Background: an optimization exercise with open tools, aiming at small area and few clock cycles. Do not read the settings as production practice. The RTL was checked by simulation tests, not by an equivalence proof against the original design. No activity file was given, so power comes from the tool's default toggle rates.

==> flow/design.v <==
`timescale 1ns / 1ps
package pot_ema_pkg;
    localparam int CHANNELS            = 8;
    localparam int SAMPLES_PER_AVERAGE = 16;
    localparam int CH_W     = 3;
    localparam int SAMPLE_W = 12;
    localparam int SUM_W    = 16;
    localparam int CNT_W    = 4;
    localparam int AVG_W    = 24;
    localparam int FRAC_W   = 8;
    localparam int LEVEL_W  = 16;
    localparam int WEIGHT_W = 8;
    localparam int THRESH_W = 16;
    localparam int CFG_W    = 16;
    localparam int CFG_IDX_W = 1;
    localparam logic [CNT_W-1:0] BLOCK_END = CNT_W'(SAMPLES_PER_AVERAGE % 16);
    localparam logic [WEIGHT_W-1:0] WEIGHT_RESET = 8'd26;
    localparam logic [THRESH_W-1:0] THRESH_RESET = 16'd328;
    localparam logic [CFG_IDX_W-1:0] REG_WEIGHT    = 1'b0;
    localparam logic [CFG_IDX_W-1:0] REG_THRESHOLD = 1'b1;
    typedef struct packed {
        logic [CH_W-1:0]     channel;
        logic [SAMPLE_W-1:0] sample;
    } in_t;
    typedef struct packed {
        logic [CH_W-1:0]    report_channel;
        logic [LEVEL_W-1:0] smoothed_level;
    } out_t;
    typedef struct packed {
        logic [WEIGHT_W-1:0] smoothing_weight;
        logic [THRESH_W-1:0] report_threshold;
    } cfg_t;
endpackage
`timescale 1ns / 1ps
module pot_ema_cfg (
    input  logic                            clk,
    input  logic                            rst_n,
    input  logic                            cfg_write,
    input  logic [pot_ema_pkg::CFG_IDX_W-1:0] cfg_index,
    input  logic [pot_ema_pkg::CFG_W-1:0]   cfg_data,
    output pot_ema_pkg::cfg_t               cfg
);
    pot_ema_pkg::cfg_t cfg_reg;
    always_ff @(posedge clk or negedge rst_n)
    begin
        if (!rst_n)
        begin
            cfg_reg.smoothing_weight <= pot_ema_pkg::WEIGHT_RESET;
            cfg_reg.report_threshold <= pot_ema_pkg::THRESH_RESET;
        end
        else if (cfg_write)
        begin
            unique case (cfg_index)
                pot_ema_pkg::REG_WEIGHT:
                    cfg_reg.smoothing_weight <= cfg_data[pot_ema_pkg::WEIGHT_W-1:0];
                pot_ema_pkg::REG_THRESHOLD:
                    cfg_reg.report_threshold <= cfg_data[pot_ema_pkg::THRESH_W-1:0];
                default:
                begin
                end
            endcase
        end
    end
    assign cfg = cfg_reg;
endmodule
`timescale 1ns / 1ps
module pot_ema_core (
    input  logic               clk,
    input  logic               rst_n,
    input  logic               in_valid,
    output logic               in_ready,
    input  pot_ema_pkg::in_t   in_req,
    input  pot_ema_pkg::cfg_t  cfg,
    input  logic               res_full,
    output logic               res_valid,
    output pot_ema_pkg::out_t  res
);
    localparam int NC = pot_ema_pkg::CHANNELS;
    logic [15:0] sum_q  [NC];
    logic [3:0]  cnt_q  [NC];
    logic [23:0] avg_q  [NC];
    logic [15:0] last_q [NC];
    logic [NC-1:0] vld_q;
    logic [NC-1:0] never_q;
    logic [2:0]  phase;
    logic [15:0] sum0;
    logic [3:0]  cnt0;
    logic [23:0] avg0;
    logic        fire;
    logic [11:0] x;
    logic [15:0] s;
    logic [3:0]  n;
    logic        done;
    logic [15:0] level;
    logic        report;
    logic [15:0] sum_n;
    logic [3:0]  cnt_n;
    logic [23:0] avg_n;
    logic [15:0] last_n;
    assign sum0 = sum_q[0];
    assign cnt0 = cnt_q[0];
    assign avg0 = avg_q[0];
    assign in_ready = (in_req.channel == phase) && vld_q[0] && !((cnt0 == 4'd15) && res_full);
    assign fire     = in_valid && in_ready;
    logic [23:0] a;
    logic        thr;
    assign x    = fire ? in_req.sample : 12'd0;
    assign n    = cnt0 + 4'(fire);
    assign done = fire && (cnt0 == 4'd15);
    pot_ema_dp u_dp (
        .S0  (sum0),
        .x   (x),
        .A0  (avg0),
        .w   (cfg.smoothing_weight),
        .L   (last_q[0]),
        .T   (cfg.report_threshold),
        .s   (s),
        .a   (a),
        .thr (thr)
    );
    assign level  = a[23:8];
    assign report = done && (never_q[0] || thr);
    assign sum_n  = (done || !vld_q[0]) ? 16'd0 : s;
    assign cnt_n  = vld_q[0] ? n : 4'd0;
    assign avg_n  = !vld_q[0] ? 24'd0 : done ? a : avg0;
    assign last_n = report ? level : last_q[0];
    always_ff @(posedge clk)
    begin
        for (int i = 0; i < NC-1; i++)
        begin
            sum_q[i]  <= sum_q[i+1];
            cnt_q[i]  <= cnt_q[i+1];
            avg_q[i]  <= avg_q[i+1];
            last_q[i] <= last_q[i+1];
        end
        sum_q[NC-1]  <= sum_n;
        cnt_q[NC-1]  <= cnt_n;
        avg_q[NC-1]  <= avg_n;
        last_q[NC-1] <= last_n;
    end
    always_ff @(posedge clk or negedge rst_n)
    begin
        if (!rst_n)
        begin
            vld_q   <= '0;
            never_q <= '1;
            phase   <= '0;
        end
        else
        begin
            vld_q   <= {1'b1, vld_q[NC-1:1]};
            never_q <= {never_q[0] & !report, never_q[NC-1:1]};
            phase   <= phase + 3'd1;
        end
    end
    assign res_valid          = report;
    assign res.report_channel = phase;
    assign res.smoothed_level = level;
endmodule
module pot_ema_dp (
    input  logic [15:0] S0,
    input  logic [11:0] x,
    input  logic [23:0] A0,
    input  logic [7:0]  w,
    input  logic [15:0] L,
    input  logic [15:0] T,
    output logic [15:0] s,
    output logic [23:0] a,
    output logic        thr
);
    logic [24:0] d;
    logic [31:0] pp [8];
    logic [31:0] r0, r1, r2, r3, r4, r5, r6, r7, r8, r9, r10, r11, r12, r13;
    logic [16:0] e;
    logic [15:0] sa_a, sa_b;
    logic [16:0] sa;
    logic [2:0] sa_k0;
    logic [2:0] sa_k1;
    logic [2:0] sa_k2;
    logic [2:0] sa_k3;
    logic [2:0] sa_k4;
    logic [2:0] sa_k5;
    logic [2:0] sa_k6;
    logic [2:0] sa_k7;
    logic [24:0] da_a, da_b;
    logic [25:0] da;
    logic [2:0] da_k0;
    logic [2:0] da_k1;
    logic [2:0] da_k2;
    logic [2:0] da_k3;
    logic [2:0] da_k4;
    logic [2:0] da_k5;
    logic [2:0] da_k6;
    logic [2:0] da_k7;
    logic [2:0] da_k8;
    logic [2:0] da_k9;
    logic [2:0] da_k10;
    logic [2:0] da_k11;
    logic [1:0] da_k12;
    logic [31:0] ta_a, ta_b;
    logic [32:0] ta;
    logic [2:0] ta_k0;
    logic [2:0] ta_k1;
    logic [2:0] ta_k2;
    logic [2:0] ta_k3;
    logic [2:0] ta_k4;
    logic [2:0] ta_k5;
    logic [2:0] ta_k6;
    logic [2:0] ta_k7;
    logic [2:0] ta_k8;
    logic [2:0] ta_k9;
    logic [2:0] ta_k10;
    logic [2:0] ta_k11;
    logic [2:0] ta_k12;
    logic [2:0] ta_k13;
    logic [2:0] ta_k14;
    logic [2:0] ta_k15;
    logic [15:0] ea_a, ea_b;
    logic [16:0] ea;
    logic [2:0] ea_k0;
    logic [2:0] ea_k1;
    logic [2:0] ea_k2;
    logic [2:0] ea_k3;
    logic [2:0] ea_k4;
    logic [2:0] ea_k5;
    logic [2:0] ea_k6;
    logic [2:0] ea_k7;
    logic [15:0] c1_a, c1_b;
    logic [16:0] c1;
    logic [2:0] c1_k0;
    logic [2:0] c1_k1;
    logic [2:0] c1_k2;
    logic [2:0] c1_k3;
    logic [2:0] c1_k4;
    logic [2:0] c1_k5;
    logic [2:0] c1_k6;
    logic [2:0] c1_k7;
    logic [15:0] c2_a, c2_b;
    logic [16:0] c2;
    logic [2:0] c2_k0;
    logic [2:0] c2_k1;
    logic [2:0] c2_k2;
    logic [2:0] c2_k3;
    logic [2:0] c2_k4;
    logic [2:0] c2_k5;
    logic [2:0] c2_k6;
    logic [2:0] c2_k7;
    assign sa_a = S0;
    assign sa_b = {4'd0, x};
    assign sa_k0 = {1'b0, sa_a[1:0]} + {1'b0, sa_b[1:0]} + 3'(1'b0);
    assign sa_k1 = {1'b0, sa_a[3:2]} + {1'b0, sa_b[3:2]} + 3'(sa_k0[2]);
    assign sa_k2 = {1'b0, sa_a[5:4]} + {1'b0, sa_b[5:4]} + 3'(sa_k1[2]);
    assign sa_k3 = {1'b0, sa_a[7:6]} + {1'b0, sa_b[7:6]} + 3'(sa_k2[2]);
    assign sa_k4 = {1'b0, sa_a[9:8]} + {1'b0, sa_b[9:8]} + 3'(sa_k3[2]);
    assign sa_k5 = {1'b0, sa_a[11:10]} + {1'b0, sa_b[11:10]} + 3'(sa_k4[2]);
    assign sa_k6 = {1'b0, sa_a[13:12]} + {1'b0, sa_b[13:12]} + 3'(sa_k5[2]);
    assign sa_k7 = {1'b0, sa_a[15:14]} + {1'b0, sa_b[15:14]} + 3'(sa_k6[2]);
    assign sa = {sa_k7[2], sa_k7[1:0], sa_k6[1:0], sa_k5[1:0], sa_k4[1:0], sa_k3[1:0], sa_k2[1:0], sa_k1[1:0], sa_k0[1:0]};
    assign s = sa[15:0];
    assign da_a = {1'b0, s, 8'd0};
    assign da_b = {1'b1, ~A0};
    assign da_k0 = {1'b0, da_a[1:0]} + {1'b0, da_b[1:0]} + 3'(1'b1);
    assign da_k1 = {1'b0, da_a[3:2]} + {1'b0, da_b[3:2]} + 3'(da_k0[2]);
    assign da_k2 = {1'b0, da_a[5:4]} + {1'b0, da_b[5:4]} + 3'(da_k1[2]);
    assign da_k3 = {1'b0, da_a[7:6]} + {1'b0, da_b[7:6]} + 3'(da_k2[2]);
    assign da_k4 = {1'b0, da_a[9:8]} + {1'b0, da_b[9:8]} + 3'(da_k3[2]);
    assign da_k5 = {1'b0, da_a[11:10]} + {1'b0, da_b[11:10]} + 3'(da_k4[2]);
    assign da_k6 = {1'b0, da_a[13:12]} + {1'b0, da_b[13:12]} + 3'(da_k5[2]);
    assign da_k7 = {1'b0, da_a[15:14]} + {1'b0, da_b[15:14]} + 3'(da_k6[2]);
    assign da_k8 = {1'b0, da_a[17:16]} + {1'b0, da_b[17:16]} + 3'(da_k7[2]);
    assign da_k9 = {1'b0, da_a[19:18]} + {1'b0, da_b[19:18]} + 3'(da_k8[2]);
    assign da_k10 = {1'b0, da_a[21:20]} + {1'b0, da_b[21:20]} + 3'(da_k9[2]);
    assign da_k11 = {1'b0, da_a[23:22]} + {1'b0, da_b[23:22]} + 3'(da_k10[2]);
    assign da_k12 = {1'b0, da_a[24:24]} + {1'b0, da_b[24:24]} + 2'(da_k11[2]);
    assign da = {da_k12[1], da_k12[0:0], da_k11[1:0], da_k10[1:0], da_k9[1:0], da_k8[1:0], da_k7[1:0], da_k6[1:0], da_k5[1:0], da_k4[1:0], da_k3[1:0], da_k2[1:0], da_k1[1:0], da_k0[1:0]};
    assign d = da[24:0];
    assign pp[0] = {6'd0, ~(w[0] & d[24]), w[0] & d[24], {24{w[0]}} & d[23:0]};
    assign pp[1] = ({8'd0, {24{w[1]}} & d[23:0]} << 1) | ({31'd0, ~(w[1] & d[24])} << 25);
    assign pp[2] = ({8'd0, {24{w[2]}} & d[23:0]} << 2) | ({31'd0, ~(w[2] & d[24])} << 26);
    assign pp[3] = ({8'd0, {24{w[3]}} & d[23:0]} << 3) | ({31'd0, ~(w[3] & d[24])} << 27);
    assign pp[4] = ({8'd0, {24{w[4]}} & d[23:0]} << 4) | ({31'd0, ~(w[4] & d[24])} << 28);
    assign pp[5] = ({8'd0, {24{w[5]}} & d[23:0]} << 5) | ({31'd0, ~(w[5] & d[24])} << 29);
    assign pp[6] = ({8'd0, {24{w[6]}} & d[23:0]} << 6) | ({31'd0, ~(w[6] & d[24])} << 30);
    assign pp[7] = ({8'd0, {24{w[7]}} & d[23:0]} << 7) | ({31'd0, ~(w[7] & d[24])} << 31);
    assign r0  = pp[0] ^ pp[1] ^ pp[2];
    assign r1  = ((pp[0] & pp[1]) | (pp[2] & (pp[0] | pp[1]))) << 1;
    assign r2  = pp[3] ^ pp[4] ^ pp[5];
    assign r3  = ((pp[3] & pp[4]) | (pp[5] & (pp[3] | pp[4]))) << 1;
    assign r4  = pp[6] ^ pp[7] ^ {A0, 8'h80};
    assign r5  = ((pp[6] & pp[7]) | ({A0, 8'h80} & (pp[6] | pp[7]))) << 1;
    assign r6  = r0 ^ r1 ^ r2;
    assign r7  = ((r0 & r1) | (r2 & (r0 | r1))) << 1;
    assign r8  = r3 ^ r4 ^ r5;
    assign r9  = ((r3 & r4) | (r5 & (r3 | r4))) << 1;
    assign r10 = r6 ^ r7 ^ r8;
    assign r11 = ((r6 & r7) | (r8 & (r6 | r7))) << 1;
    assign r12 = r9 ^ r10 ^ r11;
    assign r13 = ((r9 & r10) | (r11 & (r9 | r10))) << 1;
    assign ta_a = r12;
    assign ta_b = r13;
    assign ta_k0 = {1'b0, ta_a[1:0]} + {1'b0, ta_b[1:0]} + 3'(1'b0);
    assign ta_k1 = {1'b0, ta_a[3:2]} + {1'b0, ta_b[3:2]} + 3'(ta_k0[2]);
    assign ta_k2 = {1'b0, ta_a[5:4]} + {1'b0, ta_b[5:4]} + 3'(ta_k1[2]);
    assign ta_k3 = {1'b0, ta_a[7:6]} + {1'b0, ta_b[7:6]} + 3'(ta_k2[2]);
    assign ta_k4 = {1'b0, ta_a[9:8]} + {1'b0, ta_b[9:8]} + 3'(ta_k3[2]);
    assign ta_k5 = {1'b0, ta_a[11:10]} + {1'b0, ta_b[11:10]} + 3'(ta_k4[2]);
    assign ta_k6 = {1'b0, ta_a[13:12]} + {1'b0, ta_b[13:12]} + 3'(ta_k5[2]);
    assign ta_k7 = {1'b0, ta_a[15:14]} + {1'b0, ta_b[15:14]} + 3'(ta_k6[2]);
    assign ta_k8 = {1'b0, ta_a[17:16]} + {1'b0, ta_b[17:16]} + 3'(ta_k7[2]);
    assign ta_k9 = {1'b0, ta_a[19:18]} + {1'b0, ta_b[19:18]} + 3'(ta_k8[2]);
    assign ta_k10 = {1'b0, ta_a[21:20]} + {1'b0, ta_b[21:20]} + 3'(ta_k9[2]);
    assign ta_k11 = {1'b0, ta_a[23:22]} + {1'b0, ta_b[23:22]} + 3'(ta_k10[2]);
    assign ta_k12 = {1'b0, ta_a[25:24]} + {1'b0, ta_b[25:24]} + 3'(ta_k11[2]);
    assign ta_k13 = {1'b0, ta_a[27:26]} + {1'b0, ta_b[27:26]} + 3'(ta_k12[2]);
    assign ta_k14 = {1'b0, ta_a[29:28]} + {1'b0, ta_b[29:28]} + 3'(ta_k13[2]);
    assign ta_k15 = {1'b0, ta_a[31:30]} + {1'b0, ta_b[31:30]} + 3'(ta_k14[2]);
    assign ta = {ta_k15[2], ta_k15[1:0], ta_k14[1:0], ta_k13[1:0], ta_k12[1:0], ta_k11[1:0], ta_k10[1:0], ta_k9[1:0], ta_k8[1:0], ta_k7[1:0], ta_k6[1:0], ta_k5[1:0], ta_k4[1:0], ta_k3[1:0], ta_k2[1:0], ta_k1[1:0], ta_k0[1:0]};
    assign a = ta[31:8];
    assign ea_a = a[23:8];
    assign ea_b = ~L;
    assign ea_k0 = {1'b0, ea_a[1:0]} + {1'b0, ea_b[1:0]} + 3'(1'b1);
    assign ea_k1 = {1'b0, ea_a[3:2]} + {1'b0, ea_b[3:2]} + 3'(ea_k0[2]);
    assign ea_k2 = {1'b0, ea_a[5:4]} + {1'b0, ea_b[5:4]} + 3'(ea_k1[2]);
    assign ea_k3 = {1'b0, ea_a[7:6]} + {1'b0, ea_b[7:6]} + 3'(ea_k2[2]);
    assign ea_k4 = {1'b0, ea_a[9:8]} + {1'b0, ea_b[9:8]} + 3'(ea_k3[2]);
    assign ea_k5 = {1'b0, ea_a[11:10]} + {1'b0, ea_b[11:10]} + 3'(ea_k4[2]);
    assign ea_k6 = {1'b0, ea_a[13:12]} + {1'b0, ea_b[13:12]} + 3'(ea_k5[2]);
    assign ea_k7 = {1'b0, ea_a[15:14]} + {1'b0, ea_b[15:14]} + 3'(ea_k6[2]);
    assign ea = {ea_k7[2], ea_k7[1:0], ea_k6[1:0], ea_k5[1:0], ea_k4[1:0], ea_k3[1:0], ea_k2[1:0], ea_k1[1:0], ea_k0[1:0]};
    assign e = {~ea[16], ea[15:0]};
    assign c1_a = e[15:0];
    assign c1_b = ~T;
    assign c1_k0 = {1'b0, c1_a[1:0]} + {1'b0, c1_b[1:0]} + 3'(1'b0);
    assign c1_k1 = {1'b0, c1_a[3:2]} + {1'b0, c1_b[3:2]} + 3'(c1_k0[2]);
    assign c1_k2 = {1'b0, c1_a[5:4]} + {1'b0, c1_b[5:4]} + 3'(c1_k1[2]);
    assign c1_k3 = {1'b0, c1_a[7:6]} + {1'b0, c1_b[7:6]} + 3'(c1_k2[2]);
    assign c1_k4 = {1'b0, c1_a[9:8]} + {1'b0, c1_b[9:8]} + 3'(c1_k3[2]);
    assign c1_k5 = {1'b0, c1_a[11:10]} + {1'b0, c1_b[11:10]} + 3'(c1_k4[2]);
    assign c1_k6 = {1'b0, c1_a[13:12]} + {1'b0, c1_b[13:12]} + 3'(c1_k5[2]);
    assign c1_k7 = {1'b0, c1_a[15:14]} + {1'b0, c1_b[15:14]} + 3'(c1_k6[2]);
    assign c1 = {c1_k7[2], c1_k7[1:0], c1_k6[1:0], c1_k5[1:0], c1_k4[1:0], c1_k3[1:0], c1_k2[1:0], c1_k1[1:0], c1_k0[1:0]};
    assign c2_a = e[15:0];
    assign c2_b = T;
    assign c2_k0 = {1'b0, c2_a[1:0]} + {1'b0, c2_b[1:0]} + 3'(1'b0);
    assign c2_k1 = {1'b0, c2_a[3:2]} + {1'b0, c2_b[3:2]} + 3'(c2_k0[2]);
    assign c2_k2 = {1'b0, c2_a[5:4]} + {1'b0, c2_b[5:4]} + 3'(c2_k1[2]);
    assign c2_k3 = {1'b0, c2_a[7:6]} + {1'b0, c2_b[7:6]} + 3'(c2_k2[2]);
    assign c2_k4 = {1'b0, c2_a[9:8]} + {1'b0, c2_b[9:8]} + 3'(c2_k3[2]);
    assign c2_k5 = {1'b0, c2_a[11:10]} + {1'b0, c2_b[11:10]} + 3'(c2_k4[2]);
    assign c2_k6 = {1'b0, c2_a[13:12]} + {1'b0, c2_b[13:12]} + 3'(c2_k5[2]);
    assign c2_k7 = {1'b0, c2_a[15:14]} + {1'b0, c2_b[15:14]} + 3'(c2_k6[2]);
    assign c2 = {c2_k7[2], c2_k7[1:0], c2_k6[1:0], c2_k5[1:0], c2_k4[1:0], c2_k3[1:0], c2_k2[1:0], c2_k1[1:0], c2_k0[1:0]};
    assign thr = e[16] ? !c2[16] : c1[16];
endmodule
`timescale 1ns / 1ps
module pot_ema_out (
    input  logic               clk,
    input  logic               rst_n,
    input  logic               res_valid,
    output logic               res_full,
    input  pot_ema_pkg::out_t  res,
    output logic               out_valid,
    input  logic               out_ready,
    output pot_ema_pkg::out_t  out_req
);
    logic              hv_q, bv_q;
    pot_ema_pkg::out_t hd_q, bd_q;
    logic              pop;
    assign pop      = hv_q && out_ready;
    assign res_full = bv_q && !out_ready;
    always_ff @(posedge clk or negedge rst_n)
    begin
        if (!rst_n)
        begin
            hv_q <= 1'b0;
            bv_q <= 1'b0;
        end
        else
        begin
            hv_q <= (hv_q && !pop) || bv_q || res_valid;
            bv_q <= (bv_q && !pop) || (res_valid && hv_q && !(pop && !bv_q));
        end
    end
    always_ff @(posedge clk)
    begin
        if (!hv_q || pop)
            hd_q <= bv_q ? bd_q : res;
        if (!bv_q || pop)
            bd_q <= res;
    end
    assign out_valid = hv_q;
    assign out_req   = hd_q;
endmodule
`timescale 1ns / 1ps
module pot_oversample_ema_hysteresis_top (
    input  logic                              clk,
    input  logic                              rst_n,
    input  logic                              in_valid,
    output logic                              in_ready,
    input  logic [14:0]                       in_req,
    output logic                              out_valid,
    input  logic                              out_ready,
    output logic [18:0]                       out_req,
    input  logic                              cfg_write,
    input  logic [pot_ema_pkg::CFG_IDX_W-1:0] cfg_index,
    input  logic [pot_ema_pkg::CFG_W-1:0]     cfg_data
);
    pot_ema_pkg::cfg_t cfg;
    pot_ema_pkg::out_t res;
    pot_ema_pkg::in_t  in_req_s;
    pot_ema_pkg::out_t out_req_s;
    assign in_req_s = in_req;
    assign out_req  = out_req_s;
    logic              res_valid;
    logic              res_full;
    pot_ema_cfg u_cfg (
        .clk       (clk),
        .rst_n     (rst_n),
        .cfg_write (cfg_write),
        .cfg_index (cfg_index),
        .cfg_data  (cfg_data),
        .cfg       (cfg)
    );
    pot_ema_core u_core (
        .clk       (clk),
        .rst_n     (rst_n),
        .in_valid  (in_valid),
        .in_ready  (in_ready),
        .in_req    (in_req_s),
        .cfg       (cfg),
        .res_full  (res_full),
        .res_valid (res_valid),
        .res       (res)
    );
    pot_ema_out u_out (
        .clk       (clk),
        .rst_n     (rst_n),
        .res_valid (res_valid),
        .res_full  (res_full),
        .res       (res),
        .out_valid (out_valid),
        .out_ready (out_ready),
        .out_req   (out_req_s)
    );
endmodule
==> flow/run.sh <==
#!/bin/bash
# synth_recipe.tcl (not shown) runs the flow's synth.tcl, then flattens the netlist and writes it again
# the make line also repeats each setting of config.mk as NAME=value (left out here)
make -C /OpenROAD-flow-scripts/flow DESIGN_CONFIG=/design/flow/config.mk WORK_HOME=/design/flow/orfs CLKGATE_MAP_FILE= SYNTH_SCRIPT=/design/flow/synth_recipe.tcl finish
==> flow/config.mk <==
export PLATFORM = sky130hd
export DESIGN_NAME = pot_oversample_ema_hysteresis_top
export DESIGN_NICKNAME = pot_oversample_ema_hysteresis_top
export VERILOG_FILES = /design/flow/design.v
export SDC_FILE = /design/flow/constraint.sdc
export NUM_CORES = 4
export LEC_CHECK = 0
export CAP_MARGIN = 20
export CORE_MARGIN = 2
export CORE_UTILIZATION = 40
export SLEW_MARGIN = 20
==> flow/constraint.sdc <==
create_clock -name core_clock -period 20.0 [get_ports {clk}]
set_input_delay 4.0000 -clock core_clock [delete_from_list [all_inputs] [get_ports {clk}]]
set_output_delay 4.0000 -clock core_clock [all_outputs]
set_load 0.01 [all_outputs]
==> results.py, run 1 <==
metrics = {
    "global_route": {
        "antenna_found_initial": 1,
        "grt_use_total_pct": 14.9,
        "first_global_vias": 11872,
        "grt_pass1_wl_um": 62800,
        "grt_overflow": 0,
        "grt_max_degree": 46,
    },
    "synth": {
        "synth_edf_count": 38,
        "seq_area_frac_synth_pct": 56.0,
        "syn-instance-count": 1593,
        "syn_area_um2": 21200,
        "syn_area_per_cell_um2": 13.3,
        "synth_cell_types": 47,
        "ys_async_sr_fraction_pct": 7.99,
        "synth_seq_cells": 563,
        "synth_top_flop_cell": "dfxtp_1",
        "synth_fp_nets": 1917,
        "yosys_warnings": 13,
    },
    "sta": {
        "rsz0062_at_grt": "false",
        "hold_slack_ns": 0.315,
        "finClkSkew_ns": 0.0160,
        "final-max-slew-violation-count": 0,
        "fin_ws_ns": 0.541,
        "finalCriticalPeriod_ns": 19.46,
        "fin_crit_sh_pct": 97.3,
        "setup_violations": 0,
        "timing.slew.headroom_pct": 33.5,
        "worst_slew_pin_slew_ns": 0.997,
        "tns_ns": 0,
        "max_freq_ghz": 0.0514,
        "finalHoldViolCount": 0,
    },
    "pwr": {
        "powerDensity_nw_per_um2": 92.9,
        "total_power_mw": 2.34,
        "leakagePower_nw": 11.1,
        "vdd_drop_max_mv": 0.0635,
    },
    "worst_setup_path": {
        "cpPeakStageDelay_ns": 0.54,
        "worst-path-buf-inv": 12,
        "cp_slowest_cell": "fa_1",
        "required_ns": 20.49,
        "setup.worst_path.start": "in_req[12]",
        "r2r-start": "u_core.avg_q[0][0]",
        "worstPathMaxFanout": 7,
        "cp_num_cells": 55,
        "rr_endpoint": "u_core.last_q[7][11]",
        "reg2regPathDepth": 56,
        "worst_setup_path_start_kind": "input pin",
        "r2r_slack_ns": 3.45,
        "setup.worst_path.class": "input pin to flop",
        "cp_common_cell": "fa_2",
        "endpoint": "u_core.last_q[7][11]",
        "worst_setup_path_end_kind": "flop",
        "crit_arrival_ns": 19.95,
        "cp_top_family": "adder cells",
    },
    "layout": {
        "layout_commonest_cell": "dfxtp_1",
        "final_cell_mix": "dfxtp_1, inv_1, fa_1",
        "layout.nets": 2057,
        "max_flop_register": "u_core.avg_q",
        "diodes": 0,
        "finish.instance_area_um2": 25200,
        "multiInputGateArea_um2": 8400,
        "area_growth_syn_to_layout_pct": 18.4,
        "final_layout_size_suffix_gt1_share_pct": 16.0,
        "fillers": 4632,
        "reg_top3": "u_core.avg_q x192, u_core.last_q x128, u_core.sum_q x128",
        "largest_reg_flops": 192,
        "register_area_um2": 11900,
    },
    "drt": {
        "wire_per_inst_um": 15.9,
        "vias": 10833,
        "drt_iter0_drc": 419,
        "antenna_left": 0,
        "dr.pass1.iters": 4,
        "drt-total-wl_um": 39100,
        "routed_via_density": 4.39,
        "drc": 0,
    },
    "clock_network": {
        "cts_made_buffers": 53,
        "cts.clk_slew.worst_paths_ns": 0.06,
        "clock_path_buffers": 3,
        "clk_latency_ns": 0.61,
        "htree_levels": 2,
        "ctsHoldBuffers": 0,
        "cts_tree": "yes",
        "cts_root_buffer": "clkbuf_16",
        "cts_num_sinks": 563,
    },
    "die": {
        "die_y_um": 234,
        "coreArea_um2": 52600,
        "num_io_pins": 58,
        "start_util_pct": 40.4,
        "die_w_um": 234,
        "die_area_um2": 55000,
        "fp-row-count": 84,
    },
    "run_status": {
        "outcome": "finished clean",
    },
    "hold_path": {
        "hp-class": "flop to flop",
    },
    "job": {
        "maxCapViolCount": 0,
    },
    "placement": {
        "port_buffers": 57,
        "place_congestion": 0.796,
        "dp_hpwl_um": 28900,
        "place_ws_ns": -1.26,
        "dpl_cell_area_um2": 23000,
    },
}
-- report_power, final --
| part | switching (mW) | total (mW) | internal (mW) |
|---|---|---|---|
| clock | 0.429 | 1.06 | 0.629 |
| combinational | 0.0532 | 0.105 | 0.0514 |
| sequential | 0.0236 | 1.17 | 1.15 |
| total | 0.505 | 2.34 | 1.83 |
-- cell usage after synthesis, types with 8 or more instances --
master | n | area, um2
dfrtp_1 | 31 | 776
mux2_2 | 41 | 462
mux2_4 | 9 | 135
xnor2_1 | 8 | 70.1
o211a_1 | 12 | 120
nor2b_1 | 76 | 475
o21ai_0 | 15 | 75.1
dfstp_2 | 14 | 368
nor2_1 | 20 | 75.1
ha_1 | 59 | 738
dfxtp_1 | 480 | 9610
nand2b_1 | 48 | 300
clkbuf_1 | 33 | 124
a21boi_0 | 10 | 75.1
edfxtp_1 | 38 | 1140
nand2_1 | 87 | 327
fa_1 | 228 | 4560
inv_1 | 269 | 1010
and2_1 | 55 | 344
-- cell type report --
class / count / share of cell area (%)
Sequential cell: 563 / 47.3
Multi-Input combinational cell: 727 / 33.4
Clock buffer: 67 / 5.80
Timing Repair Buffer: 119 / 4.34
Inverter: 269 / 4.01
Tap cell: 688 / 3.42
Clock inverter: 32 / 1.73
-- per-layer routing --
metal  track usage [%]  up-vias  part of all wire [%]
li1                  -     5111                     -
met3              2.34       85                   3.2
met2              25.6      156                    50
met5                 0        -                     0
met4              6.29        0                   3.4
met1              18.7     5481                    44
-- worst register-to-register path: cells and delay by family (launching register included) --
kind | cells | cell delay (ns)
AOI/OAI and AO/OA | 4 | 0.49
buffers and inverters | 11 | 1.10
muxes | 1 | 0.30
adders and majority gates | 38 | 13.82
DFF | 1 | 0.53
and+or+nand+nor | 2 | 0.23
-- repair_timing --
item | 4_1_cts | 5_1_grt
endpoints found under the setup margin | 18 | 17
gates resized for setup | 27 | 28
cloned | 1 | 0
pin swaps | 12 | 23
buffers inserted | 2 | 2
-- through the flow --
stage	utilization, %	instances
final	47.9	2465
after floorplan	-	1593
after CTS	47.7	2463
after global placement	43.8	2361
after global routing	47.9	2465
after detailed placement	43.8	2361
-- worst min path at each step --
stage | endpoint | startpoint | cells after the start
final | u_core.sum_q[1][15] | u_core.sum_q[2][15] | 0
after global routing | u_core.sum_q[1][15] | u_core.sum_q[2][15] | 0
after CTS | u_core.sum_q[1][15] | u_core.sum_q[2][15] | 0
after detailed placement | u_core.sum_q[5][6] | u_core.sum_q[6][6] | 0
after global placement | u_core.avg_q[0][21] | u_core.avg_q[1][21] | 0
after floorplan | u_core.avg_q[0][0] | u_core.avg_q[1][0] | 0
-- cell families after synthesis --
| family | count (synthesis) | share of synthesized area [%] |
|---|---|---|
| mux | 50 | 2.81 |
| buf+inv | 303 | 5.43 |
| simple gates | 306 | 7.75 |
| fa+ha+maj | 287 | 25.0 |
| other cells | 1 | 0.0177 |
| xor+xnor | 12 | 0.495 |
| compound gates | 71 | 2.55 |
| flops | 563 | 56.0 |
Testbench counts, summed over its fixed seeds: cycles 33,140.
==> run 2, diff against run 1 <==
--- a/flow/config.mk
+++ b/flow/config.mk
@@ -9,3 +9,7 @@
 export CORE_MARGIN = 2
 export CORE_UTILIZATION = 40
+export CTS_BUF_LIST = sky130_fd_sc_hd__clkbuf_8
+export CTS_CLUSTER_DIAMETER = 60
+export CTS_CLUSTER_SIZE = 20
+export GPL_TIMING_DRIVEN = 0
 export SLEW_MARGIN = 20
==> run 2 against run 1 <==
- final cell count down 1.2%
- register-to-register slack worse by 0.32 ns
- first-iteration DRC count up 8.6%
- combinational power up about 10%
- largest cell class unchanged
- setup slack worse by 0.086 ns
- clock power down 46%
- non-clock buffer count up 6
- die area unchanged
- clock-buffer cell count down 24
- still clean
- routed wire length up 1.2%
- sequential power about the same
==> results.py, run 2 <==
metrics = {
    "drt": {
        "routed_via_density": 4.37,
        "drc": 0,
        "wire_per_inst_um": 16.3,
        "dr.pass1.iters": 4,
        "drt-total-wl_um": 39600,
        "antenna_left": 0,
        "drt_iter0_drc": 455,
        "vias": 10651,
    },
    "pwr": {
        "total_power_mw": 1.85,
        "leakagePower_nw": 10.5,
        "vdd_drop_max_mv": 0.0380,
        "powerDensity_nw_per_um2": 77.2,
    },
    "global_route": {
        "grt_max_degree": 25,
        "first_global_vias": 11525,
        "grt_use_total_pct": 15.2,
        "grt_overflow": 0,
        "grt_pass1_wl_um": 63300,
        "antenna_found_initial": 0,
    },
    "synth": {
        "synth_fp_nets": 1917,
        "synth_edf_count": 38,
        "seq_area_frac_synth_pct": 56.0,
        "syn-instance-count": 1593,
        "syn_area_per_cell_um2": 13.3,
        "yosys_warnings": 13,
        "synth_cell_types": 47,
        "synth_top_flop_cell": "dfxtp_1",
        "synth.area.top_cells": "dfxtp_1, fa_1, edfxtp_1, inv_1, dfrtp_1",
        "post-synth-top-area-fraction_pct": 45.2,
        "synth_seq_cells": 563,
        "syn_area_um2": 21200,
        "synth_most_common_cell": "dfxtp_1",
        "synth_area_leader_cell": "dfxtp_1",
        "synthTopCellsByCount": "dfxtp_1, inv_1, fa_1, nand2_1, nor2b_1",
        "ys_async_sr_fraction_pct": 7.99,
    },
    "die": {
        "die_y_um": 234,
        "fp-row-count": 84,
        "die_area_um2": 55000,
        "coreArea_um2": 52600,
        "start_util_pct": 40.4,
        "die_w_um": 234,
        "num_io_pins": 58,
    },
    "sta": {
        "final-max-slew-violation-count": 0,
        "max_freq_ghz": 0.0512,
        "finalCriticalPeriod_ns": 19.55,
        "timing.slew.headroom_pct": 38.3,
        "worst_slew_pin_slew_ns": 0.923,
        "finalHoldViolCount": 0,
        "finClkSkew_ns": 0.0397,
        "setup_violations": 0,
        "fin_crit_sh_pct": 97.7,
    },
    "clock_network": {
        "cts_made_buffers": 39,
        "cts_root_buffer": "clkbuf_8",
        "cts.clk_slew.worst_paths_ns": 0.11,
        "cts_tree": "yes",
        "cts_num_sinks": 563,
        "clock_path_buffers": 3,
        "clk_latency_ns": 0.64,
        "htree_levels": 2,
    },
    "placement": {
        "port_buffers": 57,
        "place_congestion": 0.841,
        "dp_hpwl_um": 29100,
        "dpl_cell_area_um2": 22800,
    },
    "layout": {
        "final_cell_mix": "dfxtp_1, inv_1, fa_1",
        "finish.instance_area_um2": 24000,
        "final_layout_size_suffix_gt1_share_pct": 13.4,
        "layout_commonest_cell": "dfxtp_1",
        "max_flop_register": "u_core.avg_q",
        "final_core_utilization_pct": 45.6,
        "diodes": 0,
        "largest_reg_flops": 192,
        "area_growth_syn_to_layout_pct": 12.9,
        "multiInputGateArea_um2": 8410,
        "register_area_um2": 11900,
        "reg_top3": "u_core.avg_q x192, u_core.last_q x128, u_core.sum_q x128",
        "fillers": 4744,
        "layout.nets": 2049,
    },
    "worst_setup_path": {
        "cp_common_cell": "fa_2",
        "setup.worst_path.class": "input pin to flop",
        "worstPathMaxFanout": 5,
        "cpPeakStageDelay_ns": 0.56,
        "crit_arrival_ns": 20.07,
        "cp_slowest_cell": "fa_1",
        "worst_setup_path_start_kind": "input pin",
        "worst_setup_path_end_kind": "flop",
        "required_ns": 20.52,
    },
    "job": {
        "maxCapViolCount": 0,
    },
    "hold_path": {
        "hp-class": "flop to flop",
    },
    "run_status": {
        "outcome": "finished clean",
    },
}
run 2: repair_timing:
action,in CTS,in global routing
gates resized for setup,59,9
hold buffers,0,0
setup endpoints to repair,18,17
pin swaps,17,37
buffers inserted,17,14
cloned,1,0
run 2: worst paths after layout:
check	cells after the start	slack (ns)	to	start
max in group asynchronous	2	16.03	u_cfg.cfg_reg[19]	rst_n
worst max-delay path	50	0.45	u_core.last_q[7][13]	out_ready
worst min register to register	0	0.31	u_core.avg_q[0][9]	u_core.avg_q[1][9]
min in group asynchronous	1	3.36	u_core.phase[1]	rst_n
worst min-delay path	0	0.31	u_core.avg_q[0][9]	u_core.avg_q[1][9]
worst max register to register	54	3.13	u_core.last_q[7][13]	u_core.avg_q[0][0]
run 2: worst max-delay path: cells and delay by family:
family          cells  cell delay [ns]
mux                 1             0.32
compound gates      4             0.99
fa+ha+maj          32            12.79
simple gates        3             0.53
buf+inv            10             1.44
run 2: cell families (layout without fill, tap and decap cells):
logic type      after synthesis  count (layout)  share of synthesized area [%]
mux                          50              50                           2.81
fa+ha+maj                   287             287                           25.0
compound gates               71              71                           2.55
other cells                   1               1                         0.0177
simple gates                306             306                           7.75
flops                       563             563                           56.0
xor+xnor                     12              12                          0.495
buf+inv                     303             457                           5.43
run 2: metal layers:
| metal | up-vias | global-route usage (%) | share of wire, % |
|---|---|---|---|
| li1 | 5067 | - | - |
| met5 | - | 0 | 0 |
| met1 | 5370 | 20.1 | 46 |
| met4 | 0 | 6.56 | 4.2 |
| met3 | 77 | 3.04 | 4.1 |
| met2 | 137 | 24.3 | 46 |
run 2: stage by stage:
step / instances / worst slack, ns / hold slack [ns] / setup TNS, ns
2_1_floorplan: 1593 / 0.0208 / 0.310 / 0
3_3_place_gp: 2338 / -1.93 / 0.310 / -32.44
3_5_place_dp: 2340 / -1.98 / 0.312 / -33.53
4_1_cts: 2421 / 0.0329 / 0.318 / 0
5_1_grt: 2435 / -0.0206 / 0.320 / -0.108
6_report: 2435 / 0.454 / 0.315 / 0
run 2: power by group:
part / switching (mW) / internal [mW] / leakage (nW) / total [mW]
registers: 0.0143 / 1.15 / 4.85 / 1.16
logic: 0.0651 / 0.0511 / 5.22 / 0.116
clock network: 0.359 / 0.212 / 0.409 / 0.571
total: 0.439 / 1.41 / 10.5 / 1.85
run 2: area by class of cell:
type / instances / area share, %
buffer: 34 / 0.616
clock inverter: 20 / 0.736
tap: 688 / 3.59
inverter: 269 / 4.21
timing repair buffer: 91 / 3.71
multi-input combinational: 727 / 35.1
sequential: 563 / 49.6
clock buffer: 43 / 2.47
==> run 3, diff against run 2 <==
--- a/flow/config.mk
+++ b/flow/config.mk
@@ -12,4 +12,3 @@
 export CTS_CLUSTER_DIAMETER = 60
 export CTS_CLUSTER_SIZE = 20
-export GPL_TIMING_DRIVEN = 0
 export SLEW_MARGIN = 20
==> run 3 against run 2 <==
- clock skew barely moved
- largest power group unchanged
- routed wire length fell by 2.9%
- clock-buffer cell count did not move
- sequential share of layout area fell by 0.17 points
- still clean on timing, DRC and antenna
- sequential power barely moved
==> results.py, run 3 <==
metrics = {
    "run_status": {
        "outcome": "finished clean",
    },
    "sta": {
        "finClkSkew_ns": 0.0396,
        "fin_ws_ns": 0.526,
        "final-max-slew-violation-count": 0,
        "worst_slew_pin_slew_ns": 1.04,
        "fin_crit_sh_pct": 97.4,
        "finalHoldViolCount": 0,
        "finalCriticalPeriod_ns": 19.47,
        "timing.slew.headroom_pct": 30.8,
        "max_freq_ghz": 0.0513,
        "setup_violations": 0,
    },
    "die": {
        "die_y_um": 234,
        "die_area_um2": 55000,
        "start_util_pct": 40.4,
        "fp-row-count": 84,
        "die_w_um": 234,
        "num_io_pins": 58,
        "coreArea_um2": 52600,
    },
    "placement": {
        "dpl_cell_area_um2": 23000,
        "place_congestion": 0.796,
        "place_ws_ns": -1.26,
        "port_buffers": 57,
        "dp_hpwl_um": 28900,
    },
    "global_route": {
        "grt_use_total_pct": 14.7,
        "antenna_found_initial": 1,
        "grt_pass1_wl_um": 61900,
        "first_global_vias": 11649,
        "grt_max_degree": 46,
        "grt_overflow": 0,
    },
    "synth": {
        "seq_area_frac_synth_pct": 56.0,
        "synth_seq_cells": 563,
        "synth.area.top_cells": "dfxtp_1, fa_1, edfxtp_1, inv_1, dfrtp_1",
        "synth_edf_count": 38,
        "post-synth-top-area-fraction_pct": 45.2,
        "syn_area_um2": 21200,
        "synth_cell_types": 47,
        "ys_async_sr_fraction_pct": 7.99,
        "synth_area_leader_cell": "dfxtp_1",
        "syn-instance-count": 1593,
        "synth_most_common_cell": "dfxtp_1",
        "synthTopCellsByCount": "dfxtp_1, inv_1, fa_1, nand2_1, nor2b_1",
        "synth_fp_nets": 1917,
        "yosys_warnings": 13,
        "syn_area_per_cell_um2": 13.3,
        "synth_top_flop_cell": "dfxtp_1",
    },
    "worst_setup_path": {
        "worstPathMaxFanout": 7,
        "cp_common_cell": "fa_2",
        "worst_setup_path_end_kind": "flop",
        "required_ns": 20.52,
        "crit_arrival_ns": 20.00,
        "worst_setup_path_start_kind": "input pin",
        "cp_slowest_cell": "fa_2",
        "cpPeakStageDelay_ns": 0.59,
        "setup.worst_path.class": "input pin to flop",
    },
    "drt": {
        "dr.pass1.iters": 4,
        "wire_per_inst_um": 15.8,
        "antenna_left": 0,
        "vias": 10669,
        "routed_via_density": 4.39,
        "drt-total-wl_um": 38500,
        "drc": 0,
        "drt_iter0_drc": 395,
    },
    "layout": {
        "reg_top3": "u_core.avg_q x192, u_core.last_q x128, u_core.sum_q x128",
        "max_flop_register": "u_core.avg_q",
        "final_cell_mix": "dfxtp_1, inv_1, fa_1",
        "register_area_um2": 11900,
        "finish.instance_area_um2": 24100,
        "fillers": 4739,
        "multiInputGateArea_um2": 8400,
        "layout_commonest_cell": "dfxtp_1",
        "largest_reg_flops": 192,
        "area_growth_syn_to_layout_pct": 13.3,
        "final_layout_size_suffix_gt1_share_pct": 14.7,
        "final_core_utilization_pct": 45.8,
        "layout.nets": 2043,
    },
    "clock_network": {
        "htree_levels": 2,
        "cts_tree": "yes",
        "clk_latency_ns": 0.63,
        "cts_root_buffer": "clkbuf_8",
        "ctsHoldBuffers": 0,
        "cts_num_sinks": 563,
        "clock_path_buffers": 3,
        "cts_made_buffers": 40,
        "cts.clk_slew.worst_paths_ns": 0.11,
    },
    "pwr": {
        "p_seq_share_pct": 62.8,
        "p_switching_mw": 0.440,
        "leakagePower_nw": 10.6,
        "swShare_pct": 23.5,
        "pwr-share-comb_pct": 5.6,
        "total_power_mw": 1.87,
        "powerDensity_nw_per_um2": 77.6,
        "clockPowerShare_pct": 31.6,
        "p_int_mw": 1.43,
        "vdd_drop_max_mv": 0.0428,
    },
    "hold_path": {
        "hp-class": "flop to flop",
    },
    "job": {
        "maxCapViolCount": 0,
    },
}
-- run 3: cell counts after synthesis --
No cell type changed its count.
-- run 3: logic make-up after synthesis --
logic type | synth area share, %
flip-flops | 56.0
AND/OR/NAND/NOR | 7.75
buffers and inverters | 5.43
adder cells (fa/ha/maj) | 25.0
AO/OA/AOI/OAI | 2.55
multiplexers | 2.81
XOR/XNOR | 0.495
other | 0.0177
-- run 3: through the flow --
| step | TNS (ns) | std cells | hold slack [ns] |
|---|---|---|---|
| 2_1_floorplan | 0 | 1593 | 0.310 |
| 3_3_place_gp | -17.80 | 2361 | 0.310 |
| 3_5_place_dp | -21.25 | 2361 | 0.312 |
| 4_1_cts | 0 | 2429 | 0.309 |
| 5_1_grt | -0.0590 | 2429 | 0.303 |
| 6_report | 0 | 2430 | 0.309 |
-- run 3: worst max-delay path: cells and delay by family --
| family | cells | cell delay, ns |
|---|---|---|
| fa+ha+maj | 32 | 12.78 |
| buf+inv | 11 | 1.51 |
| compound gates | 5 | 0.74 |
| simple gates | 4 | 0.52 |
| mux | 1 | 0.29 |
| xor+xnor | 1 | 0.12 |
-- run 3: worst paths after layout --
path,from,endpoint,slack [ns],depth (start not counted)
setup / recovery,in_req[12],u_core.last_q[7][12],0.53,54
hold / removal,u_core.avg_q[6][7],u_core.avg_q[5][7],0.31,0
setup reg to reg,u_core.avg_q[0][0],u_core.last_q[7][12],3.44,56
hold reg to reg,u_core.avg_q[6][7],u_core.avg_q[5][7],0.31,0
max in group asynchronous,rst_n,u_cfg.cfg_reg[15],16.22,1
min in group asynchronous,rst_n,u_cfg.cfg_reg[11],3.37,1
-- run 3: repair_timing --
| action | in CTS | in global routing |
|---|---|---|
| setup buffers | 3 | 0 |
| gates cloned | 1 | 0 |
| setup endpoints to repair | 17 | 17 |
| pin swaps | 12 | 35 |
| gates resized for setup | 25 | 31 |
-- run 3: power groups by stage --
stage / Clock (mW) / Sequential, mW / Combinational, mW
floorplan: 0 / 1.18 / 0.0662
global placement: 0 / 1.20 / 0.101
detailed placement: 0 / 1.20 / 0.103
CTS: 0.617 / 1.17 / 0.105
global route: 0.657 / 1.18 / 0.116
finish: 0.591 / 1.17 / 0.104
-- run 3: layer usage --
metal  GRT usage, %  vias to the layer above  part of all wire [%]
met5              0                        -                     0
met4           5.70                        0                   3.2
met3           2.00                       66                   2.8
met2           25.4                      131                    50
met1           18.7                     5419                    44
li1               -                     5053                     -
-- run 3: cell type report --
type                       instances  share of cell area, %
sequential                       563                   49.4
multi-input combinational        727                   34.9
timing repair buffer             118                   4.52
inverter                         269                   4.20
tap                              688                   3.58
clock buffer                      43                   2.46
clock inverter                    21                  0.905
antenna                            1                 0.0104
==> run 4, diff against run 3 <==
--- a/flow/config.mk
+++ b/flow/config.mk
@@ -6,5 +6,5 @@
 export NUM_CORES = 4
 export LEC_CHECK = 0
-export CAP_MARGIN = 20
+export CAP_MARGIN = 5
 export CORE_MARGIN = 2
 export CORE_UTILIZATION = 40
@@ -12,3 +12,4 @@
 export CTS_CLUSTER_DIAMETER = 60
 export CTS_CLUSTER_SIZE = 20
-export SLEW_MARGIN = 20
+export GPL_TIMING_DRIVEN = 0
+export SLEW_MARGIN = 5
==> run 4 against run 3 <==
- routed wire length increased by 2.3%
- synthesized cell count unchanged
- critical endpoint is now u_core.last_q[7][13]
- sequential share of layout area up 0.36 points
- flip-flop and latch count unchanged
- final cell count down 0.21%
- sequential power about the same
- die area is the same
- clock skew shrank 0.0037 ns
- via count rose by 0.18%
- global-route usage grew 0.42 points
- critical path depth shrank 2
==> results.py, run 4 <==
metrics = {
    "sta": {
        "finalCriticalPeriod_ns": 19.59,
        "worst_slew_pin_slew_ns": 0.936,
        "finClkSkew_ns": 0.0359,
        "hold_slack_ns": 0.305,
        "final-max-slew-violation-count": 0,
        "setup_violations": 0,
        "timing.slew.headroom_pct": 37.4,
        "max_freq_ghz": 0.0510,
        "finalHoldViolCount": 0,
        "fin_crit_sh_pct": 97.9,
        "rsz0062_at_grt": "false",
    },
    "die": {
        "die_w_um": 234,
        "start_util_pct": 40.4,
        "num_io_pins": 58,
        "die_area_um2": 55000,
        "fp-row-count": 84,
        "coreArea_um2": 52600,
        "die_y_um": 234,
    },
    "worst_setup_path": {
        "worst_setup_path_start_kind": "input pin",
        "worst_setup_path_end_kind": "flop",
        "rr_endpoint": "u_core.last_q[7][13]",
        "required_ns": 20.50,
        "r2r-start": "u_core.avg_q[0][0]",
        "crit_arrival_ns": 20.09,
        "endpoint": "u_core.last_q[7][13]",
        "r2r_slack_ns": 3.06,
        "cp_common_cell": "fa_2",
        "worstPathMaxFanout": 5,
        "reg2regPathDepth": 53,
        "cpPeakStageDelay_ns": 0.54,
        "setup.worst_path.class": "input pin to flop",
        "cp_slowest_cell": "fa_1",
        "setup.worst_path.start": "in_req[14]",
    },
    "clock_network": {
        "cts_tree": "yes",
        "cts_root_buffer": "clkbuf_8",
        "clock_path_buffers": 3,
        "clk_latency_ns": 0.62,
        "cts_made_buffers": 38,
        "htree_levels": 2,
        "cts.clk_slew.worst_paths_ns": 0.11,
        "cts_num_sinks": 563,
    },
    "drt": {
        "routed_via_density": 4.41,
        "drt-total-wl_um": 39400,
        "vias": 10688,
        "drt_iter0_drc": 427,
        "dr.pass1.iters": 5,
        "drc": 0,
        "wire_per_inst_um": 16.2,
        "antenna_left": 0,
    },
    "layout": {
        "area_growth_syn_to_layout_pct": 12.5,
        "layout.nets": 2044,
        "final_cell_mix": "dfxtp_1, inv_1, fa_1",
        "diodes": 0,
        "reg_top3": "u_core.avg_q x192, u_core.last_q x128, u_core.sum_q x128",
        "largest_reg_flops": 192,
        "layout_commonest_cell": "dfxtp_1",
        "instances_no_fill": 2425,
        "final_layout_size_suffix_gt1_share_pct": 13.2,
        "fillers": 4742,
        "final_core_utilization_pct": 45.5,
        "max_flop_register": "u_core.avg_q",
    },
    "pwr": {
        "leakagePower_nw": 10.4,
        "powerDensity_nw_per_um2": 76.2,
        "vdd_drop_max_mv": 0.0485,
    },
    "synth": {
        "synth_fp_nets": 1917,
        "synth_most_common_cell": "dfxtp_1",
        "ys_async_sr_fraction_pct": 7.99,
        "synth_seq_cells": 563,
        "seq_area_frac_synth_pct": 56.0,
        "syn-instance-count": 1593,
        "synth_cell_types": 47,
        "synth_edf_count": 38,
        "synth_top_flop_cell": "dfxtp_1",
        "syn_area_um2": 21200,
        "synth.area.top_cells": "dfxtp_1, fa_1, edfxtp_1, inv_1, dfrtp_1",
        "post-synth-top-area-fraction_pct": 45.2,
        "synthTopCellsByCount": "dfxtp_1, inv_1, fa_1, nand2_1, nor2b_1",
        "synth_area_leader_cell": "dfxtp_1",
        "syn_area_per_cell_um2": 13.3,
        "yosys_warnings": 13,
    },
    "hold_path": {
        "hp-class": "flop to flop",
        "hold_depth": 0,
        "worstHoldStart": "u_core.avg_q[1][13]",
    },
    "global_route": {
        "grt_use_total_pct": 15.1,
        "first_global_vias": 11594,
        "grt_max_degree": 38,
        "grt_overflow": 0,
        "grt_pass1_wl_um": 62900,
        "antenna_found_initial": 0,
    },
    "placement": {
        "dp.cells": 2340,
        "port_buffers": 57,
        "dp_hpwl_um": 29100,
        "place_congestion": 0.841,
    },
    "job": {
        "maxCapViolCount": 0,
    },
    "run_status": {
        "outcome": "finished clean",
    },
}
[run 4: cell counts after synthesis]
Identical to the previous run, type by type.
[run 4: worst min path at each step]
| stage | slack (ns) | to |
|---|---|---|
| final | 0.31 | u_core.avg_q[0][13] |
| after global routing | 0.30 | u_core.avg_q[4][12] |
| after CTS | 0.30 | u_core.avg_q[0][13] |
| after detailed placement | 0.31 | u_core.avg_q[0][7] |
| after global placement | 0.31 | u_core.last_q[2][5] |
| after floorplan | 0.31 | u_core.avg_q[0][0] |
[run 4: kinds of logic after synthesis]
family / share of synthesized area, %
AOI/OAI and AO/OA: 2.55
xor gates and xnor gates: 0.495
adders and majority gates: 25.0
buffers and inverters: 5.43
DFF: 56.0
muxes: 2.81
other: 0.0177
and+or+nand+nor: 7.75
[run 4: timing repair]
item | 4_1_cts | 5_1_grt
setup buffers | 15 | 12
pin swaps | 19 | 55
setup endpoints to repair | 18 | 17
hold buffers | 0 | 0
resized for setup | 55 | 20
cloned | 1 | 0
[run 4: power by group]
group	internal [mW]	switching (mW)
sequential	1.15	0.0144
combinational	0.0512	0.0652
clock	0.193	0.347
total	1.39	0.426
[run 4: per-layer routing]
| layer | global-route usage, % | vias up | wire, um |
|---|---|---|---|
| met3 | 2.77 | 55 | 1500 |
| met4 | 5.50 | 0 | 1270 |
| met2 | 24.7 | 145 | 18600 |
| met5 | 0 | - | 0 |
| met1 | 20.1 | 5438 | 18000 |
| li1 | - | 5050 | - |
[run 4: stage by stage]
step	TNS [ns]	area (um2)	power (mW)	setup WS (ns)
4_1_cts	0	23700	1.85	0.00468
3_5_place_dp	-33.43	22800	1.30	-1.98
3_3_place_gp	-32.44	22700	1.30	-1.93
6_report	0	23900	1.82	0.411
5_1_grt	0	23900	1.90	0.0252
2_1_floorplan	0	21300	1.25	0.0208
[run 4: critical path, delay by kind of cell]
kind / cells / cell delay, ns
fa+ha+maj: 32 / 12.63
simple gates: 4 / 0.61
buf+inv: 10 / 1.28
xor+xnor: 1 / 0.12
mux: 1 / 0.32
compound gates: 4 / 1.09
[run 4: layout make-up]
cell class	instances	area [um2]	area share, %
clock inverters	18	153	0.639
flip-flops and latches	563	11900	49.8
multi-input cells	727	8440	35.3
repair buffers	87	851	3.56
clock buffers	39	537	2.25
inverters	269	1010	4.23
well taps	688	861	3.60
plain buffers	34	148	0.618
==> run 5, diff against run 4 <==
--- a/flow/design.v
+++ b/flow/design.v
@@ -74,5 +74,6 @@
     input  logic               res_full,
     output logic               res_valid,
-    output pot_ema_pkg::out_t  res
+    output pot_ema_pkg::out_t  res,
+    output pot_ema_pkg::out_t  tap
 );
     localparam int NC = pot_ema_pkg::CHANNELS;
@@ -105,5 +106,5 @@
     logic [23:0] a;
     logic        thr;
-    assign x    = fire ? in_req.sample : 12'd0;
+    assign x    = in_req.sample & {12{fire}};
     assign n    = cnt0 + 4'(fire);
     assign done = fire && (cnt0 == 4'd15);
@@ -121,8 +122,8 @@
     assign level  = a[23:8];
     assign report = done && (never_q[0] || thr);
-    assign sum_n  = (done || !vld_q[0]) ? 16'd0 : s;
-    assign cnt_n  = vld_q[0] ? n : 4'd0;
-    assign avg_n  = !vld_q[0] ? 24'd0 : done ? a : avg0;
-    assign last_n = report ? level : last_q[0];
+    assign sum_n  = s & {16{vld_q[0] & !done}};
+    assign cnt_n  = n & {4{vld_q[0]}};
+    assign avg_n  = (a & {24{vld_q[0] & done}}) | (avg0 & {24{vld_q[0] & !done}});
+    assign last_n = (level & {16{report}}) | (last_q[0] & {16{!report}});
     always_ff @(posedge clk)
     begin
@@ -157,4 +158,6 @@
     assign res.report_channel = phase;
     assign res.smoothed_level = level;
+    assign tap.report_channel = phase - 3'd1;
+    assign tap.smoothed_level = last_q[NC-1];
 endmodule
 module pot_ema_dp (
@@ -351,5 +354,5 @@
     assign c2_k7 = {1'b0, c2_a[15:14]} + {1'b0, c2_b[15:14]} + 3'(c2_k6[2]);
     assign c2 = {c2_k7[2], c2_k7[1:0], c2_k6[1:0], c2_k5[1:0], c2_k4[1:0], c2_k3[1:0], c2_k2[1:0], c2_k1[1:0], c2_k0[1:0]};
-    assign thr = e[16] ? !c2[16] : c1[16];
+    assign thr = (e[16] & !c2[16]) | (!e[16] & c1[16]);
 endmodule
 `timescale 1ns / 1ps
@@ -360,13 +363,19 @@
     output logic               res_full,
     input  pot_ema_pkg::out_t  res,
+    input  pot_ema_pkg::out_t  tap,
     output logic               out_valid,
     input  logic               out_ready,
     output pot_ema_pkg::out_t  out_req
 );
-    logic              hv_q, bv_q;
-    pot_ema_pkg::out_t hd_q, bd_q;
-    logic              pop;
-    assign pop      = hv_q && out_ready;
-    assign res_full = bv_q && !out_ready;
+    logic                                hv_q, pv_q;
+    pot_ema_pkg::out_t                   hd_q;
+    logic [pot_ema_pkg::CH_W-1:0]        pch_q;
+    logic                                free;
+    logic                                tap_hit;
+    logic                                direct;
+    assign free     = !hv_q || out_ready;
+    assign tap_hit  = pv_q && (tap.report_channel == pch_q) && free;
+    assign direct   = res_valid && free && !pv_q;
+    assign res_full = pv_q && !tap_hit;
     always_ff @(posedge clk or negedge rst_n)
     begin
@@ -374,18 +383,18 @@
         begin
             hv_q <= 1'b0;
-            bv_q <= 1'b0;
+            pv_q <= 1'b0;
         end
         else
         begin
-            hv_q <= (hv_q && !pop) || bv_q || res_valid;
-            bv_q <= (bv_q && !pop) || (res_valid && hv_q && !(pop && !bv_q));
+            hv_q <= tap_hit || direct || !free;
+            pv_q <= (res_valid && !direct) || (pv_q && !tap_hit);
         end
     end
     always_ff @(posedge clk)
     begin
-        if (!hv_q || pop)
-            hd_q <= bv_q ? bd_q : res;
-        if (!bv_q || pop)
-            bd_q <= res;
+        if (free)
+            hd_q <= (tap & {19{tap_hit}}) | (res & {19{!tap_hit}});
+        if (res_valid)
+            pch_q <= res.report_channel;
     end
     assign out_valid = hv_q;
@@ -408,4 +417,5 @@
     pot_ema_pkg::cfg_t cfg;
     pot_ema_pkg::out_t res;
+    pot_ema_pkg::out_t tap;
     pot_ema_pkg::in_t  in_req_s;
     pot_ema_pkg::out_t out_req_s;
@@ -431,5 +441,6 @@
         .res_full  (res_full),
         .res_valid (res_valid),
-        .res       (res)
+        .res       (res),
+        .tap       (tap)
     );
     pot_ema_out u_out (
@@ -439,4 +450,5 @@
         .res_full  (res_full),
         .res       (res),
+        .tap       (tap),
         .out_valid (out_valid),
         .out_ready (out_ready),
==> run 5 against run 4 <==
- die area fell by 2.9%
- largest cell class unchanged
- register-to-register slack got worse by 0.11 ns
- fmax rose by 0.22%
- setup slack improved by 0.043 ns
- clock power rose by 6.5%
- highest routed layer unchanged
- global-route usage rose by 0.12 points
==> results.py, run 5 <==
metrics = {
    "run_status": {
        "outcome": "finished clean",
    },
    "job": {
        "maxCapViolCount": 0,
    },
    "worst_setup_path": {
        "r2r_slack_ns": 2.95,
        "required_ns": 20.53,
        "worst_setup_path_end_kind": "flop",
        "rr_endpoint": "u_core.last_q[7][0]",
        "reg2regPathDepth": 56,
        "cpPeakStageDelay_ns": 0.59,
        "worst_setup_path_start_kind": "input pin",
        "setup.worst_path.class": "input pin to flop",
        "cp_common_cell": "fa_2",
        "cp_slowest_cell": "fa_2",
        "crit_arrival_ns": 20.08,
        "r2r-start": "u_core.avg_q[0][0]",
        "worstPathMaxFanout": 6,
    },
    "placement": {
        "port_buffers": 57,
        "dp_hpwl_um": 28200,
        "place_congestion": 0.842,
        "dp.cells": 2312,
    },
    "drt": {
        "dr.pass1.iters": 4,
        "drc": 0,
        "drt-total-wl_um": 37900,
        "antenna_left": 0,
        "wire_per_inst_um": 15.8,
        "routed_via_density": 4.35,
        "vias": 10439,
        "drt_iter0_drc": 434,
    },
    "clock_network": {
        "ctsHoldBuffers": 0,
        "cts_made_buffers": 39,
        "clk_latency_ns": 0.65,
        "cts_tree": "yes",
        "cts_root_buffer": "clkbuf_8",
        "cts.clk_slew.worst_paths_ns": 0.12,
        "cts_num_sinks": 547,
        "htree_levels": 2,
        "clock_path_buffers": 3,
    },
    "sta": {
        "hold_slack_ns": 0.306,
        "finClkSkew_ns": 0.0522,
        "setup_violations": 0,
        "finalHoldViolCount": 0,
        "timing.slew.headroom_pct": 37.0,
        "worst_slew_pin_slew_ns": 0.944,
        "fin_crit_sh_pct": 97.7,
        "final-max-slew-violation-count": 0,
        "finalCriticalPeriod_ns": 19.55,
        "rsz0062_at_grt": "false",
        "max_freq_ghz": 0.0512,
    },
    "global_route": {
        "first_global_vias": 11504,
        "grt_overflow": 0,
        "grt_use_total_pct": 15.2,
        "grt_max_degree": 26,
        "antenna_found_initial": 0,
        "grt_pass1_wl_um": 62200,
    },
    "synth": {
        "syn_area_per_cell_um2": 13.1,
        "synth_cell_types": 48,
        "synth_most_common_cell": "dfxtp_1",
        "yosys_warnings": 13,
        "synth_seq_cells": 547,
        "syn-instance-count": 1574,
        "post-synth-top-area-fraction_pct": 46.6,
        "synth.area.top_cells": "dfxtp_1, fa_1, inv_1, dfrtp_1, ha_1",
        "synthTopCellsByCount": "dfxtp_1, inv_1, fa_1, nor2b_1, and2_1",
        "syn_area_um2": 20600,
        "synth_edf_count": 22,
        "synth_top_flop_cell": "dfxtp_1",
        "ys_async_sr_fraction_pct": 8.23,
        "seq_area_frac_synth_pct": 55.3,
        "synth_fp_nets": 1899,
        "synth_area_leader_cell": "dfxtp_1",
    },
    "layout": {
        "fillers": 4658,
        "instances_no_fill": 2401,
        "max_flop_register": "u_core.avg_q",
        "diodes": 0,
        "reg_top3": "u_core.avg_q x192, u_core.last_q x128, u_core.sum_q x128",
        "area_growth_syn_to_layout_pct": 13.4,
        "layout_commonest_cell": "dfxtp_1",
        "final_layout_size_suffix_gt1_share_pct": 13.0,
        "final_cell_mix": "dfxtp_1, inv_1, fa_1",
        "layout.nets": 2028,
        "largest_reg_flops": 192,
    },
    "pwr": {
        "total_power_mw": 1.82,
        "powerDensity_nw_per_um2": 77.6,
        "leakagePower_nw": 10.0,
        "vdd_drop_max_mv": 0.0692,
    },
    "hold_path": {
        "hold_path_end": "u_core.last_q[5][2]",
        "worstHoldStart": "u_core.last_q[6][2]",
        "hold_depth": 0,
        "hp-class": "flop to flop",
    },
    "die": {
        "die_y_um": 231,
        "num_io_pins": 58,
        "die_w_um": 231,
        "start_util_pct": 40.4,
        "fp-row-count": 83,
        "die_area_um2": 53400,
        "coreArea_um2": 51100,
    },
}
==> run 5: changes by cell type in the layout (fill, tap and decap cells not counted), moves of 12 or more <==
cell      delta
a21oi_1     +14
nor2b_1     +14
mux2_2      -15
nand2_1     -46
o211a_1     -12
edfxtp_1    -16
o22ai_1     +14
mux2i_1     +15
nand2b_1    -17
==> run 5: worst max-delay path by stage <==
stage                     startpoint                  end  slack (ns)  cells after the start
final                     in_req[14]  u_core.last_q[7][0]        0.45                     53
after global routing      in_req[14]  u_core.last_q[7][0]       0.004                     54
after CTS                 in_req[12]  u_core.last_q[7][9]       0.002                     53
after detailed placement   out_ready       u_out.pch_q[1]       -2.02                     50
after global placement     out_ready       u_out.pch_q[1]       -1.87                     50
after floorplan            out_ready  u_core.last_q[7][0]      0.0006                     51
==> run 5: cells by family after synthesis <==
family,count (synthesis),synth area share (%)
adder cells (fa/ha/maj),288,25.8
AND/OR/NAND/NOR,290,7.95
multiplexers,41,2.15
other,1,0.0182
flip-flops,547,55.3
AO/OA/AOI/OAI,71,2.13
buffers and inverters,319,5.93
XOR/XNOR,17,0.722
==> run 5: cell type report <==
cell class / count / area (um2) / share of cell area, %
plain buffers: 34 / 154 / 0.658
clock buffers: 41 / 564 / 2.41
clock inverters: 18 / 225 / 0.963
inverters: 285 / 1070 / 4.57
multi-input cells: 708 / 8270 / 35.3
flip-flops and latches: 547 / 11400 / 48.8
well taps: 680 / 851 / 3.64
repair buffers: 88 / 848 / 3.63
==> run 5: metrics by stage <==
stage,utilization (%),cell area [um2],setup TNS (ns),setup WS [ns]
global route,45.8,23400,0,0.00369
detailed placement,43.4,22200,-39.97,-2.02
floorplan,-,20700,0,0.000625
finish,45.8,23400,0,0.454
CTS,45.4,23200,0,0.00158
global placement,43.3,22100,-36.80,-1.87
==> run 5: worst max-delay path, delay by kind of cell <==
kind                       cells  cell delay [ns]
AOI/OAI and AO/OA              1             0.33
xor gates and xnor gates       4             0.67
adders and majority gates     31            12.23
buffers and inverters          7             0.89
muxes                          1             0.34
and+or+nand+nor                9             1.58
==> run 5: metal layers <==
layer | up-vias | global-route usage (%) | part of all wire (%)
li1 | 4968 | - | -
met1 | 5254 | 20.1 | 45
met5 | - | 0 | 0
met2 | 148 | 24.9 | 47
met3 | 69 | 2.19 | 3.5
met4 | 0 | 6.88 | 4.3
==> run 5: where the power goes <==
group	switching, mW	leakage, nW	internal [mW]
clock network	0.356	0.406	0.219
logic	0.0639	4.96	0.0522
registers	0.0142	4.66	1.11
total	0.434	10.0	1.38
==> run 5: timing repair <==
item	4_1_cts	5_1_grt
setup endpoints to repair	21	21
gates cloned	1	0
pin swaps	35	66
gates resized for setup	33	30
setup buffers	16	13
Testbench counts of run 5, summed over its fixed seeds: cycles 33,204.

separate check: timing with driven ports:
The results above use ideal ports. As a check the final layouts listed here were re-extracted and re-timed, cells and wires unchanged.
Step 1 assumes that a clkbuf_16 drives the clock port and a buf_2 every other input.
Step 2 also shifts input and output timing later by t, the mid clock arrival at the registers, as if the neighbouring blocks saw the same clock.
Three values: no drivers, after step 1, after step 2; two values: the first two.
run	t, ns	setup slack, ns	worst data-port slew with drivers (ns)
run 1	0.651	0.541 / 0.571 / -0.080	0.04
run 2	0.663	0.454 / 0.472 / -0.191	0.04
run 3	0.665	0.526 / 0.556 / -0.109	0.04
run 4	0.661	0.411 / 0.435 / -0.226	0.04
run 5	0.670	0.454 / 0.482 / -0.188	0.04
With both steps, setup timing fails in every run listed, where it was met with ideal ports. For run 2, which loses most, drivers alone change the setup slack by +0.018 ns; drivers and shift together by -0.645 ns.
